This design comes from an exercise in tuning for small area, a short achievable clock period and few clock cycles on the open sky130 flow, not from production work.
In this exercise RTL edits were held to simulation tests only and were not proved equivalent to the original.

== before ==
==> module sparse_mac_row, before the edit <==
module sparse_mac_row #(
  parameter int DATA_WIDTH = 8,
  parameter int ACC_WIDTH  = 32,
  parameter int BLOCK_SIZE = 4,
  parameter int NUM_PE     = 4,
  parameter int IDX_WIDTH  = 4,
  localparam int OUT_IDX_WIDTH = (NUM_PE > 1) ? $clog2(NUM_PE) : 1
) (
  input  logic                                       Clk,
  input  logic                                       rst,
  input  logic [BLOCK_SIZE*BLOCK_SIZE*DATA_WIDTH-1:0] act_block,
  input  logic [DATA_WIDTH-1:0]                      weight_in,
  input  logic [NUM_PE*IDX_WIDTH-1:0]                idx_in,
  input  logic [NUM_PE*ACC_WIDTH-1:0]                bias_in,
  input  logic                                       is_signed,
  input  logic                                       block_last,
  input  logic                                       in_valid,
  output logic                                       in_ready,
  output logic [ACC_WIDTH-1:0]                       out_data,
  output logic [OUT_IDX_WIDTH-1:0]                   out_idx,
  output logic                                       out_last,
  output logic                                       out_valid,
  input  logic                                       out_ready
);
  localparam int NE = BLOCK_SIZE * BLOCK_SIZE;
  localparam int RW = 2 * DATA_WIDTH + 1;    
  logic                         first_q;     
  logic                         v1, l1;      
  logic                         x2;          
  logic                         park_q;      
  logic                         in_rdy_q;    
  logic                         in_rdy_o;    
  logic                         fin_free_q;  
  logic                         fin_has;     
  logic [OUT_IDX_WIDTH-1:0]     fin_ptr;
  logic                         out_last_q;
  logic [NE*DATA_WIDTH-1:0]     act_q, act_d;
  logic                         signed_q, signed_d;
  logic [DATA_WIDTH-1:0]        w1;          
  logic [DATA_WIDTH-1:0]        wh;          
  logic [NUM_PE-1:0]            s1;
  logic [DATA_WIDTH-1:0]        a1   [NUM_PE];
  logic [RW-1:0]                r0   [NUM_PE];
  logic [RW-1:0]                r1   [NUM_PE];
  logic [RW-1:0]                r0d  [NUM_PE];
  logic [RW-1:0]                r1d  [NUM_PE];
  logic [ACC_WIDTH-1:0]         acc  [NUM_PE];
  logic [ACC_WIDTH-1:0]         fin  [NUM_PE];
  logic [ACC_WIDTH-1:0]         sum  [NUM_PE];
  logic [ACC_WIDTH-1:0]         out_q;
  logic accept, xfer, park_en, oq_free;
  assign in_ready  = in_rdy_o;
  assign out_data  = out_q;
  assign out_last  = out_last_q;
  assign accept    = in_valid && in_rdy_o;
  assign xfer      = v1 && l1 && fin_free_q;
  assign park_en   = first_q && fin_free_q;    
  assign oq_free   = !out_valid || out_ready;
  assign act_d    = first_q ? act_block : act_q;
  assign signed_d = first_q ? is_signed : signed_q;
  for (genvar k = 0; k < NUM_PE; k++) begin : g_pe
    smr_tree u_tree (.a(a1[k]), .b(w1), .s(s1[k]), .r0(r0d[k]), .r1(r1d[k]));
    logic [ACC_WIDTH-1:0] x, y, z, cs, cc;
    assign x  = acc[k];
    assign y  = {{(ACC_WIDTH-RW){1'b0}}, r0[k]};
    assign z  = {{(ACC_WIDTH-RW+1){~r1[k][RW-1]}}, r1[k][RW-2:0]};
    assign cs = x ^ y ^ z;
    assign cc = (x & y) | (x & z) | (y & z);
    assign sum[k] = cs + {cc[ACC_WIDTH-2:0], 1'b0};
  end
  always_ff @(posedge Clk or posedge rst) begin
    if (rst) begin
      first_q    <= 1'b1;
      v1         <= 1'b0;
      l1         <= 1'b0;
      x2         <= 1'b0;
      park_q     <= 1'b0;
      in_rdy_q   <= 1'b1;
      in_rdy_o   <= 1'b0;
      fin_free_q <= 1'b1;
      fin_has    <= 1'b0;
      fin_ptr    <= '0;
      out_valid  <= 1'b0;
      out_idx    <= '0;
      out_last_q <= 1'b0;
      w1         <= '0;
      wh         <= '0;
    end else begin
      logic nv1, nl1, nfin_has, nrdy;
      nv1 = in_rdy_q ? accept     : v1;
      nl1 = in_rdy_q ? block_last : l1;
      v1 <= nv1;
      l1 <= nl1;
      x2 <= xfer;
      park_q <= accept && first_q;
      if (accept) first_q <= block_last;
      nfin_has = fin_has;
      if (x2) begin
        if (oq_free) begin
          out_valid  <= 1'b1;
          out_idx    <= '0;
          out_last_q <= 1'b0;
          fin_ptr    <= OUT_IDX_WIDTH'(1);
        end else begin
          fin_ptr    <= '0;
        end
        nfin_has = 1'b1;
      end else if (fin_has && oq_free) begin
        out_valid  <= 1'b1;
        out_idx    <= fin_ptr;
        out_last_q <= (fin_ptr == OUT_IDX_WIDTH'(NUM_PE - 1));
        fin_ptr    <= fin_ptr + 1'b1;
        if (fin_ptr == OUT_IDX_WIDTH'(NUM_PE - 1)) nfin_has = 1'b0;
      end else if (out_ready) begin
        out_valid  <= 1'b0;
      end
      fin_has    <= nfin_has;
      fin_free_q <= !nfin_has && !xfer;
      nrdy = !((accept ? block_last : first_q) && (nfin_has || xfer));
      in_rdy_q   <= nrdy;
      in_rdy_o   <= nrdy;
      if (in_rdy_q) begin
        wh <= weight_in;
        w1 <= (accept && nrdy) ? weight_in : '0;
      end else begin
        w1 <= (nrdy && v1) ? wh : '0;
      end
    end
  end
  always_ff @(posedge Clk) begin
    act_q    <= act_d;
    signed_q <= signed_d;
    if (in_rdy_q) begin
      for (int k = 0; k < NUM_PE; k++) begin
        a1[k] <= act_d[idx_in[k*IDX_WIDTH +: IDX_WIDTH]*DATA_WIDTH +: DATA_WIDTH];
        s1[k] <= signed_d;
      end
    end
    for (int k = 0; k < NUM_PE; k++) begin
      r0[k] <= r0d[k];
      r1[k] <= r1d[k];
      acc[k] <= park_q ? fin[k] : sum[k];
      if (x2)
        fin[k] <= sum[k];
      else if (park_en)
        fin[k] <= bias_in[k*ACC_WIDTH +: ACC_WIDTH];
    end
    if (x2 && oq_free)
      out_q <= sum[0];
    else if (fin_has && oq_free)
      out_q <= fin[fin_ptr];
  end
endmodule
Settings: LEC_CHECK=0, CAP_MARGIN=20, CORE_MARGIN=2, CORE_UTILIZATION=40, SLEW_MARGIN=20; clock period 12.0 ns.
standard.sh (not shown) runs the stock make flow with config.mk's settings and CLKGATE_MAP_FILE= SYNTH_SCRIPT=/design/flow/synth_recipe.tcl, a recipe that flattens the netlist after the stock synthesis.
==> flow/flow/run.sh <==
#!/bin/bash
# The standard layout (the standard.sh, unchanged synthesis and steps), with the
# port buffers made from the plain buffer buf_1, and timing repair asked to reach
# a setup slack of 8.4 ns.
set -uo pipefail
export BUFFER_PORTS_ARGS="-buffer_cell sky130_fd_sc_hd__buf_1"
bash standard.sh SETUP_SLACK_MARGIN=8.4 finish > standard.log 2>&1
Testbench counts of before, summed over its fixed seeds: cycles 2,918.
Here is what was changed in the inputs of after compared with before.
==> flow/design.v, changed modules only <==
module sparse_mac_row #(
  parameter int DATA_WIDTH = 8,
  parameter int ACC_WIDTH  = 32,
  parameter int BLOCK_SIZE = 4,
  parameter int NUM_PE     = 4,
  parameter int IDX_WIDTH  = 4,
  localparam int OUT_IDX_WIDTH = (NUM_PE > 1) ? $clog2(NUM_PE) : 1
) (
  input  logic                                       Clk,
  input  logic                                       rst,
  input  logic [BLOCK_SIZE*BLOCK_SIZE*DATA_WIDTH-1:0] act_block,
  input  logic [DATA_WIDTH-1:0]                      weight_in,
  input  logic [NUM_PE*IDX_WIDTH-1:0]                idx_in,
  input  logic [NUM_PE*ACC_WIDTH-1:0]                bias_in,
  input  logic                                       is_signed,
  input  logic                                       block_last,
  input  logic                                       in_valid,
  output logic                                       in_ready,
  output logic [ACC_WIDTH-1:0]                       out_data,
  output logic [OUT_IDX_WIDTH-1:0]                   out_idx,
  output logic                                       out_last,
  output logic                                       out_valid,
  input  logic                                       out_ready
);
  localparam int NE = BLOCK_SIZE * BLOCK_SIZE;
  localparam int RW = 2 * DATA_WIDTH + 1;    
  logic                         first_q;     
  logic                         v1, l1;      
  logic                         x2;          
  logic                         in_rdy_q;    
  logic                         fin_free_q;  
  logic                         fin_has;     
  logic [OUT_IDX_WIDTH-1:0]     fin_ptr;
  logic                         out_last_q;
  logic [NE*DATA_WIDTH-1:0]     act_q, act_d;
  logic                         signed_q, signed_d;
  logic [DATA_WIDTH-1:0]        w1, w1e;
  logic [NUM_PE-1:0]            s1;
  logic [DATA_WIDTH-1:0]        a1   [NUM_PE];
  logic [RW-1:0]                r0   [NUM_PE];
  logic [RW-1:0]                r1   [NUM_PE];
  logic [RW-1:0]                r0d  [NUM_PE];
  logic [RW-1:0]                r1d  [NUM_PE];
  logic [ACC_WIDTH-1:0]         acc  [NUM_PE];
  logic [ACC_WIDTH-1:0]         fin  [NUM_PE];
  logic [ACC_WIDTH-1:0]         sum  [NUM_PE];
  logic [ACC_WIDTH-1:0]         out_q;
  logic accept, xfer, load_bias, oq_free;
  assign in_ready  = in_rdy_q;
  assign out_data  = out_q;
  assign out_last  = out_last_q;
  assign accept    = in_valid && in_rdy_q;
  assign xfer      = v1 && l1 && fin_free_q;
  assign load_bias = first_q && (!v1 || in_rdy_q);
  assign oq_free   = !out_valid || out_ready;
  assign act_d    = first_q ? act_block : act_q;
  assign signed_d = first_q ? is_signed : signed_q;
  assign w1e = w1 & {DATA_WIDTH{in_rdy_q}};
  for (genvar k = 0; k < NUM_PE; k++) begin : g_pe
    smr_tree u_tree (.a(a1[k]), .b(w1e), .s(s1[k]), .r0(r0d[k]), .r1(r1d[k]));
    logic [ACC_WIDTH-1:0] x, y, z, cs, cc;
    assign x  = x2 ? fin[k] : acc[k];
    assign y  = {{(ACC_WIDTH-RW){1'b0}}, r0[k]};
    assign z  = {{(ACC_WIDTH-RW+1){~r1[k][RW-1]}}, r1[k][RW-2:0]};
    assign cs = x ^ y ^ z;
    assign cc = (x & y) | (x & z) | (y & z);
    assign sum[k] = cs + {cc[ACC_WIDTH-2:0], 1'b0};
  end
  always_ff @(posedge Clk or posedge rst) begin
    if (rst) begin
      first_q    <= 1'b1;
      v1         <= 1'b0;
      l1         <= 1'b0;
      x2         <= 1'b0;
      in_rdy_q   <= 1'b1;
      fin_free_q <= 1'b1;
      fin_has    <= 1'b0;
      fin_ptr    <= '0;
      out_valid  <= 1'b0;
      out_idx    <= '0;
      out_last_q <= 1'b0;
      w1         <= '0;
    end else begin
      logic nv1, nl1, nfin_has;
      nv1 = in_rdy_q ? accept     : v1;
      nl1 = in_rdy_q ? block_last : l1;
      v1 <= nv1;
      l1 <= nl1;
      x2 <= xfer;
      if (accept) first_q <= block_last;
      if (in_rdy_q) w1 <= accept ? weight_in : '0;
      nfin_has = fin_has;
      if (x2) begin
        if (oq_free) begin
          out_valid  <= 1'b1;
          out_idx    <= '0;
          out_last_q <= 1'b0;
          fin_ptr    <= OUT_IDX_WIDTH'(1);
        end else begin
          fin_ptr    <= '0;
        end
        nfin_has = 1'b1;
      end else if (fin_has && oq_free) begin
        out_valid  <= 1'b1;
        out_idx    <= fin_ptr;
        out_last_q <= (fin_ptr == OUT_IDX_WIDTH'(NUM_PE - 1));
        fin_ptr    <= fin_ptr + 1'b1;
        if (fin_ptr == OUT_IDX_WIDTH'(NUM_PE - 1)) nfin_has = 1'b0;
      end else if (out_ready) begin
        out_valid  <= 1'b0;
      end
      fin_has    <= nfin_has;
      fin_free_q <= !nfin_has && !xfer;
      in_rdy_q   <= !(nv1 && nl1 && (nfin_has || xfer));
    end
  end
  always_ff @(posedge Clk) begin
    act_q    <= act_d;
    signed_q <= signed_d;
    if (in_rdy_q) begin
      for (int k = 0; k < NUM_PE; k++) begin
        a1[k] <= act_d[idx_in[k*IDX_WIDTH +: IDX_WIDTH]*DATA_WIDTH +: DATA_WIDTH];
        s1[k] <= signed_d;
      end
    end
    for (int k = 0; k < NUM_PE; k++) begin
      r0[k] <= r0d[k];
      r1[k] <= r1d[k];
      if (load_bias)
        acc[k] <= bias_in[k*ACC_WIDTH +: ACC_WIDTH];
      else if (!x2)
        acc[k] <= sum[k];
      if (xfer || x2)
        fin[k] <= sum[k];
    end
    if (x2 && oq_free)
      out_q <= sum[0];
    else if (fin_has && oq_free)
      out_q <= fin[fin_ptr];
  end
endmodule
Count of standard-cell rows went up slightly going from before to after. Relative to before, number of register bits inferred by synthesis decreased by 1.7% in after. Across both runs, count of inserted tapcells was higher for after than for before. Diff before -> after: area of all sequential standard cells grew by about 7%; overall routing resource usage higher; post-cts resize count went up by about 800%. Re number of levels in the clock H-tree: no difference whatsoever between after and before. Looking only at post-CTS setup buffer count, and setting everything else aside, the higher value of after and before goes to after. | overall die height | lower: before |.
Testbench counts of after, summed over its fixed seeds: cycles 2,918.

==> afterwards: timing with drivers on the ports <==
The results above use ideal ports. As a check the final layouts listed here were re-extracted and re-timed, cells and wires unchanged.
Step 1 (the two cells are an assumption about what drives the block):
set clk [get_ports {Clk}]
set_driving_cell -lib_cell sky130_fd_sc_hd__clkbuf_16 $clk
set_driving_cell -lib_cell sky130_fd_sc_hd__buf_2 [delete_from_list [all_inputs] $clk]
Step 2 moves the port delays by t, midway between the first and last clock arrival at a register: inputs arrive t later, outputs are due t later. That takes back most of the time a late clock gives input paths.
Three values: ideal, step 1, step 2; two values: the first two.
| run | shift t [ns] | setup WS [ns] | worst setup path after step 2 | latest minus earliest clock arrival (ns) | worst data-port slew with drivers (ns) |
|---|---|---|---|---|---|
| before | 0.701 | 8.359 / 8.294 / 7.777 | input to register | 0.036 / 0.036 | 0.13 |
| after | 0.695 | 7.765 / 7.765 / 7.714 | input to register | 0.032 / 0.032 | 0.11 |
After both steps setup and hold are still met in every run listed. The setup slack of before, which loses most, moves by -0.065 ns with the drivers and by -0.582 ns with both steps.
